This design comes from an exercise in tuning for small area and a short achievable clock period on the open sky130 flow, not from production work. Function was checked by simulation only, so behaviour that the tests miss may differ from the original. Power figures rest on the tool's default switching activity, not on a simulated workload.

## job 9810
==> flow/design.v <==
package mem_pkg;
   localparam int WORD_SIZE = 16;
endpackage
module sp_ram #(
   parameter int WORD_SIZE = 16,
   parameter int DEPTH     = 256
) (
   input  logic                 clk,
   input  logic [15:0]          rlo,
   input  logic [DEPTH/16-1:0]  rhi,
   input  logic [15:0]          we_lo,
   input  logic [DEPTH/16-1:0]  whi,
   input  logic [WORD_SIZE-1:0] wdata,
   output logic [WORD_SIZE-1:0] rdata
);
   logic                       ph;
   logic [DEPTH*WORD_SIZE-1:0] q;
   logic [WORD_SIZE-1:0]       col;
   logic [DEPTH-1:0]           wr, wr_n, sel_n;
   logic [WORD_SIZE-1:0]       rd_q;
   always_ff @(posedge clk) ph <= ~ph;
   assign col = wdata ^ {WORD_SIZE{ph}};
   for (genvar r = 0; r < DEPTH; r++) begin : g_row
      g_nand2 u_sel (.a(rlo[r % 16]), .b(rhi[r / 16]), .y(sel_n[r]));
      g_and2  u_wr  (.a(we_lo[r % 16]), .b(whi[r / 16]), .y(wr[r]));
      g_nand2 u_wrn (.a(we_lo[r % 16]), .b(whi[r / 16]), .y(wr_n[r]));
      always_ff @(posedge clk)
         q[r*WORD_SIZE +: WORD_SIZE] <= ~((q[r*WORD_SIZE +: WORD_SIZE] | {WORD_SIZE{wr[r]}}) &
                                          ({WORD_SIZE{wr_n[r]}} | col));
   end
   for (genvar b = 0; b < WORD_SIZE; b++) begin : g_col
      logic [DEPTH/2-1:0] pr;
      for (genvar p = 0; p < DEPTH / 2; p++) begin : g_pair
         rd_pair u_pair (
            .q0 (q[(2*p)*WORD_SIZE + b]),
            .q1 (q[(2*p+1)*WORD_SIZE + b]),
            .s0n(sel_n[2*p]),
            .s1n(sel_n[2*p+1]),
            .y  (pr[p])
         );
      end
      rd_tree u_tree (.a(pr), .y_n(rd_q[b]));
   end
   assign rdata = rd_q ^ {WORD_SIZE{ph}};
endmodule
module rd_pair (
   input  logic q0,
   input  logic q1,
   input  logic s0n,
   input  logic s1n,
   output logic y
);
   assign y = ~((q0 | s0n) & (q1 | s1n));
endmodule
module rd_tree (
   input  logic [127:0] a,
   output logic         y_n
);
   logic [63:0] l1;    
   logic [31:0] l2;    
   logic [15:0] l3;    
   logic [7:0]  l4;    
   logic [3:0]  l5;    
   logic [1:0]  l6;    
   for (genvar i = 0; i < 64; i++) begin : g_l1
      g_nor2 u (.a(a[2*i]), .b(a[2*i+1]), .y(l1[i]));
   end
   for (genvar i = 0; i < 32; i++) begin : g_l2
      g_nand2 u (.a(l1[2*i]), .b(l1[2*i+1]), .y(l2[i]));
   end
   for (genvar i = 0; i < 16; i++) begin : g_l3
      g_nor2 u (.a(l2[2*i]), .b(l2[2*i+1]), .y(l3[i]));
   end
   for (genvar i = 0; i < 8; i++) begin : g_l4
      g_nand2 u (.a(l3[2*i]), .b(l3[2*i+1]), .y(l4[i]));
   end
   for (genvar i = 0; i < 4; i++) begin : g_l5
      g_nor2 u (.a(l4[2*i]), .b(l4[2*i+1]), .y(l5[i]));
   end
   for (genvar i = 0; i < 2; i++) begin : g_l6
      g_nand2 u (.a(l5[2*i]), .b(l5[2*i+1]), .y(l6[i]));
   end
   g_nor2 u_l7 (.a(l6[0]), .b(l6[1]), .y(y_n));
endmodule
module g_nor2 (
   input  logic a,
   input  logic b,
   output logic y
);
   assign y = ~(a | b);
endmodule
module g_nand2 (
   input  logic a,
   input  logic b,
   output logic y
);
   assign y = ~(a & b);
endmodule
module g_and2 (
   input  logic a,
   input  logic b,
   output logic y
);
   assign y = a & b;
endmodule
import mem_pkg::*;
module data_mem_responder #(
   parameter int DEPTH       = 256,
   parameter int WAIT_STATES = 2
) (
   input  logic                 Clock,
   input  logic                 Reset,
   input  logic [WORD_SIZE-1:0] Addr,
   input  logic [WORD_SIZE-1:0] WrData,
   input  logic                 Write,
   input  logic                 Read,
   output logic [WORD_SIZE-1:0] RdData,
   output logic                 Waitreq,
   output logic                 ProtoErr
   ,
   output logic [WORD_SIZE-1:0] ReadCount,
   output logic [WORD_SIZE-1:0] WriteCount
);
   logic                 w1, w2;         
   logic                 w2rd;           
   logic [WORD_SIZE-1:0] a_l;            
   logic [WORD_SIZE-1:0] d_l;            
   logic                 op_l;           
   logic [15:0]          rlo, rhi;       
   logic [7:0]           wa_l;           
   logic [15:0]          we_lo;          
   logic [15:0]          whi;            
   logic [WORD_SIZE-1:0] ram_rdata;      
   logic [WORD_SIZE-1:0] rd_hold;        
   logic [WORD_SIZE-1:0] rd_done;        
   logic [WORD_SIZE-1:0] hold_nxt;
   logic                 req;
   logic                 go;             
   logic                 done;
   logic                 proto_hit;
   assign req  = Read | Write;
   assign go   = req & ~Reset;
   assign done = go & w2;
   logic read_n, write_n, reset_n, req_n_o;
   g_inv u_rdn (.a(Read),  .y(read_n));
   g_inv u_wrn (.a(Write), .y(write_n));
   g_inv u_rsn (.a(Reset), .y(reset_n));
   for (genvar i = 0; i < WORD_SIZE; i++) begin : g_out
      logic t_done, t_idle, t_rst;
      g_o211ai u_t1 (.a1(Read), .a2(Write), .b1(rd_done[i]), .c1(reset_n), .y(t_done));
      g_nand3  u_t2 (.a(rd_hold[i]), .b(read_n), .c(write_n), .y(t_idle));
      g_nand2  u_t3 (.a(rd_hold[i]), .b(Reset), .y(t_rst));
      g_nand3  u_o  (.a(t_done), .b(t_idle), .c(t_rst), .y(RdData[i]));
   end
   g_nor2 u_reqn (.a(Read), .b(Write), .y(req_n_o));
   g_nor3 u_wq (.a(req_n_o), .b(Reset), .c(w2), .y(Waitreq));
   always_comb begin
      proto_hit = Read & Write;
      if ((w1 | w2) & ~req) proto_hit = 1'b1;
      if (w1 & req & ((Addr != a_l) | (WrData != d_l) | (Write != op_l))) proto_hit = 1'b1;
   end
   assign hold_nxt = (go & w2rd) ? rd_done : rd_hold;
   always_ff @(posedge Clock) begin
      if (Reset) begin
         w1       <= 1'b0;
         w2       <= 1'b0;
         w2rd     <= 1'b0;
         rd_hold  <= '0;
         rd_done  <= '0;
         ProtoErr <= 1'b0;
      end else begin
         w1      <= ~w1 & ~w2 & req;
         w2      <= w1 & req;
         w2rd    <= w1 & req & ~op_l;
         rd_hold <= hold_nxt;
         rd_done <= (w1 & req & ~op_l) ? ram_rdata : hold_nxt;
         if (proto_hit) ProtoErr <= 1'b1;
      end
   end
   always_ff @(posedge Clock) begin
      a_l <= Addr;
      rlo <= 16'(1) << Addr[3:0];
      rhi <= 16'(1) << Addr[7:4];
   end
   always_ff @(posedge Clock) begin
      if (~w1 & ~w2) begin
         d_l  <= WrData;
         op_l <= Write;
         wa_l <= Addr[7:0];
      end
   end
   always_ff @(posedge Clock) we_lo <= {16{done & op_l}} & (16'(1) << wa_l[3:0]);
   assign whi = 16'(1) << wa_l[7:4];
   always_ff @(posedge Clock) begin
      if (Reset) begin
         ReadCount  <= '0;
         WriteCount <= '0;
      end else if (done) begin
         if (~op_l) begin
            if (ReadCount != '1)
               ReadCount <= ReadCount + WORD_SIZE'(1);
         end else if (WriteCount != '1) begin
            WriteCount <= WriteCount + WORD_SIZE'(1);
         end
      end
   end
   sp_ram #(
      .WORD_SIZE(WORD_SIZE),
      .DEPTH    (DEPTH)
   ) u_ram (
      .clk  (Clock),
      .rlo  (rlo),
      .rhi  (rhi),
      .we_lo(we_lo),
      .whi  (whi),
      .wdata(d_l),
      .rdata(ram_rdata)
   );
endmodule
module g_inv (
   input  logic a,
   output logic y
);
   assign y = ~a;
endmodule
module g_nand3 (
   input  logic a,
   input  logic b,
   input  logic c,
   output logic y
);
   assign y = ~(a & b & c);
endmodule
module g_o211ai (
   input  logic a1,
   input  logic a2,
   input  logic b1,
   input  logic c1,
   output logic y
);
   assign y = ~((a1 | a2) & b1 & c1);
endmodule
module g_nor3 (
   input  logic a,
   input  logic b,
   input  logic c,
   output logic y
);
   assign y = ~(a | b | c);
endmodule
clock: 5.2 ns
lec_check: 0
cap_margin: 20
core_margin: 2
core_utilization: 50
setup_slack_margin: 2.6
slew_margin: 20
synth_hierarchical: 1
synth_minimum_keep_size: 0
tns_end_percent: 10
standard.sh (not shown) runs the stock make flow with config.mk's settings and CLKGATE_MAP_FILE= SYNTH_SCRIPT=/design/flow/synth_recipe.tcl, a recipe that flattens the netlist after the stock synthesis.
==> flow/flow/run.sh <==
#!/bin/bash
# Own layout flow: the standard layout (standard.sh) with the clock tree
# built without dummy loads. Each make run's full output goes to a log file
# of its own in this folder; ORFS's per-step logs are under orfs/logs.
set -euo pipefail
export CTS_ARGS="-sink_clustering_enable -repair_clock_nets -dont_use_dummy_load -sink_clustering_size 24 -sink_clustering_max_diameter 60"
bash standard.sh synth > log_synth.txt 2>&1
bash standard.sh floorplan > log_floorplan.txt 2>&1
bash standard.sh place > log_place.txt 2>&1
bash standard.sh cts > log_cts.txt 2>&1
bash standard.sh route > log_route.txt 2>&1
bash standard.sh finish > log_finish.txt 2>&1
Looking at the reports, job 9810 completed the entire flow and the layout it produced met the timing, design-rule and antenna checks.
For job 8308, these inputs were changed with respect to job 9810:
--- a/flow/config.mk
+++ b/flow/config.mk
@@ -9,3 +9,3 @@
 export CORE_MARGIN = 2
-export CORE_UTILIZATION = 50
+export CORE_UTILIZATION = 56
 export SETUP_SLACK_MARGIN = 2.6
## What came out
- According to the power report, total power for job 8308 is lower than for job 9810.
- Diff job 9810 -> job 8308: number of non-clock buffers decreased by 6 relative to the old numbers; post-synthesis to final-layout area growth decreased by 1.7 points relative to the old numbers; leakage power summed over all cells level.
- Job 8308: post-route core utilization is 5.8 points higher than what job 9810 reported.
- Job 8308 improves on job 9810 in final standard cell area without fillers.
- Fmax: job 8308 below job 9810
- Job 8308 vs job 9810, startpoint of the most critical setup path: rlo[15]$_SDFF_PN0_ vs rlo[9]$_SDFF_PN0_
- Summary of job 8308 over job 9810: number of rows created at floorplan shows a reduction of about 5.6%; global-route usage increased 3.4 points; via count held steady.
--- input diff job 8308..job 5059 ---
--- a/flow/flow/run.sh
+++ b/flow/flow/run.sh
@@ -5,3 +5,3 @@
 set -euo pipefail
-export CTS_ARGS="-sink_clustering_enable -repair_clock_nets -dont_use_dummy_load -sink_clustering_size 24 -sink_clustering_max_diameter 60"
+export CTS_ARGS="-sink_clustering_enable -repair_clock_nets -dont_use_dummy_load -sink_clustering_size 14 -sink_clustering_max_diameter 45 -sink_clustering_buffer sky130_fd_sc_hd__clkbuf_8"
 bash standard.sh synth > log_synth.txt 2>&1
--- a/flow/config.mk
+++ b/flow/config.mk
@@ -9,3 +9,3 @@
 export CORE_MARGIN = 2
-export CORE_UTILIZATION = 56
+export CORE_UTILIZATION = 50
 export SETUP_SLACK_MARGIN = 2.6
## What came out
A origin of the worst setup path of rlo[15]$_SDFF_PN0_ is what job 8308 shows, while rlo[3]$_SDFF_PP0_ belongs to job 5059. When job 5059 is set beside job 8308, its clock input transition at the sequential cells of the worst setup and hold paths turns out to be 20 ps smaller. Job 8308 → job 5059: headroom to the max-slew limit decreased by 8.5 points relative to the old numbers, number of setup buffers added after CTS decreased by 4.5% relative to the old numbers, count of cell instances traversed by the critical path decreased by 1 relative to the old numbers. Job 5059 was carried through to the last stage, and its layout satisfied the timing, design-rule and antenna checks.
diff inputs: job 5059 => job 4553
==> flow/flow/run.sh <==
#!/bin/bash
# Own layout flow: the standard layout (standard.sh), step by step, with
#  - the clock tree built without dummy loads, in clusters of at most 24 sinks,
#  - setup repair aiming past the clock period (SETUP_SLACK_MARGIN) on the
#    worst 5% of endpoints (TNS_END_PERCENT), in the clock-tree and
#    global-route steps only.
# Each make run's full output goes to a log file of its own in this folder;
# ORFS's per-step logs are under orfs/logs.
set -euo pipefail
export CTS_ARGS="-sink_clustering_enable -repair_clock_nets -dont_use_dummy_load -sink_clustering_size 24 -sink_clustering_max_diameter 60"
bash standard.sh synth > log_synth.txt 2>&1
bash standard.sh floorplan > log_floorplan.txt 2>&1
bash standard.sh place > log_place.txt 2>&1
export SETUP_SLACK_MARGIN=2.75
export TNS_END_PERCENT=5
bash standard.sh cts > log_cts.txt 2>&1
bash standard.sh route > log_route.txt 2>&1
bash standard.sh finish > log_finish.txt 2>&1
--- a/flow/config.mk
+++ b/flow/config.mk
@@ -9,4 +9,3 @@
 export CORE_MARGIN = 2
-export CORE_UTILIZATION = 50
-export SETUP_SLACK_MARGIN = 2.6
+export CORE_UTILIZATION = 56
 export SLEW_MARGIN = 20
@@ -14,2 +13 @@
 export SYNTH_MINIMUM_KEEP_SIZE = 0
-export TNS_END_PERCENT = 10
--- outcome ---
Cmp job 4553 vs job 5059: count of clock-buffer cells in the layout lower in job 4553. Compared with job 5059, job 4553 shows a lower internal power of the cells. Job 4553 vs. job 5059: total number of nets in the final design went down by 120. Delta(register-to-register slack, job 4553 - job 5059) > 0. Diff job 5059 -> job 4553 | number of buffers inserted by post-CTS setup repair | up by more than 100%. Summary of job 4553 over job 5059: number of filler instances in the final layout saw a decrease, total design power saw a decrease, achievable clock frequency saw a decrease. Looking only at via count, and setting everything else aside, the lower value of job 4553 and job 5059 goes to job 4553. Largest stage delay on the critical path ends up lower on job 4553. Job 4553 vs job 5059 on cell row count: job 4553 is the lower one.

## what the ideal ports hide
No port has a modelled driver above. Below, the same layouts with a new extraction and two added sets of constraints.
Step 1, drivers: a clkbuf_16 drives Clock and a buf_2 each remaining input, both assumed.
Step 2 also shifts input and output timing later by t, the mid clock arrival at the registers, as if the neighbouring blocks saw the same clock.
a / b / c = ideal ports / drivers / drivers and shift; a / b = the first two.
run	t (ns)	setup WS [ns]	hold WS [ns]	clock arrival spread, ns	pins driven straight from the clock port
job 9810	1.020	2.279 / 2.279 / 1.682	0.441 / 0.441 / 0.441	0.098 / 0.098	1
job 8308	1.018	2.211 / 2.211 / 1.711	0.444 / 0.444 / 0.444	0.083 / 0.083	1
job 5059	1.009	2.343 / 2.288 / 1.646	0.442 / 0.405 / 0.442	0.096 / 0.096	1
job 4553	1.016	2.317 / 2.240 / 1.704	0.444 / 0.444 / 0.444	0.073 / 0.073	1
After both steps every run listed still meets setup and hold. The setup slack of job 5059, which loses most, moves by -0.055 ns with the drivers and by -0.697 ns with both steps.
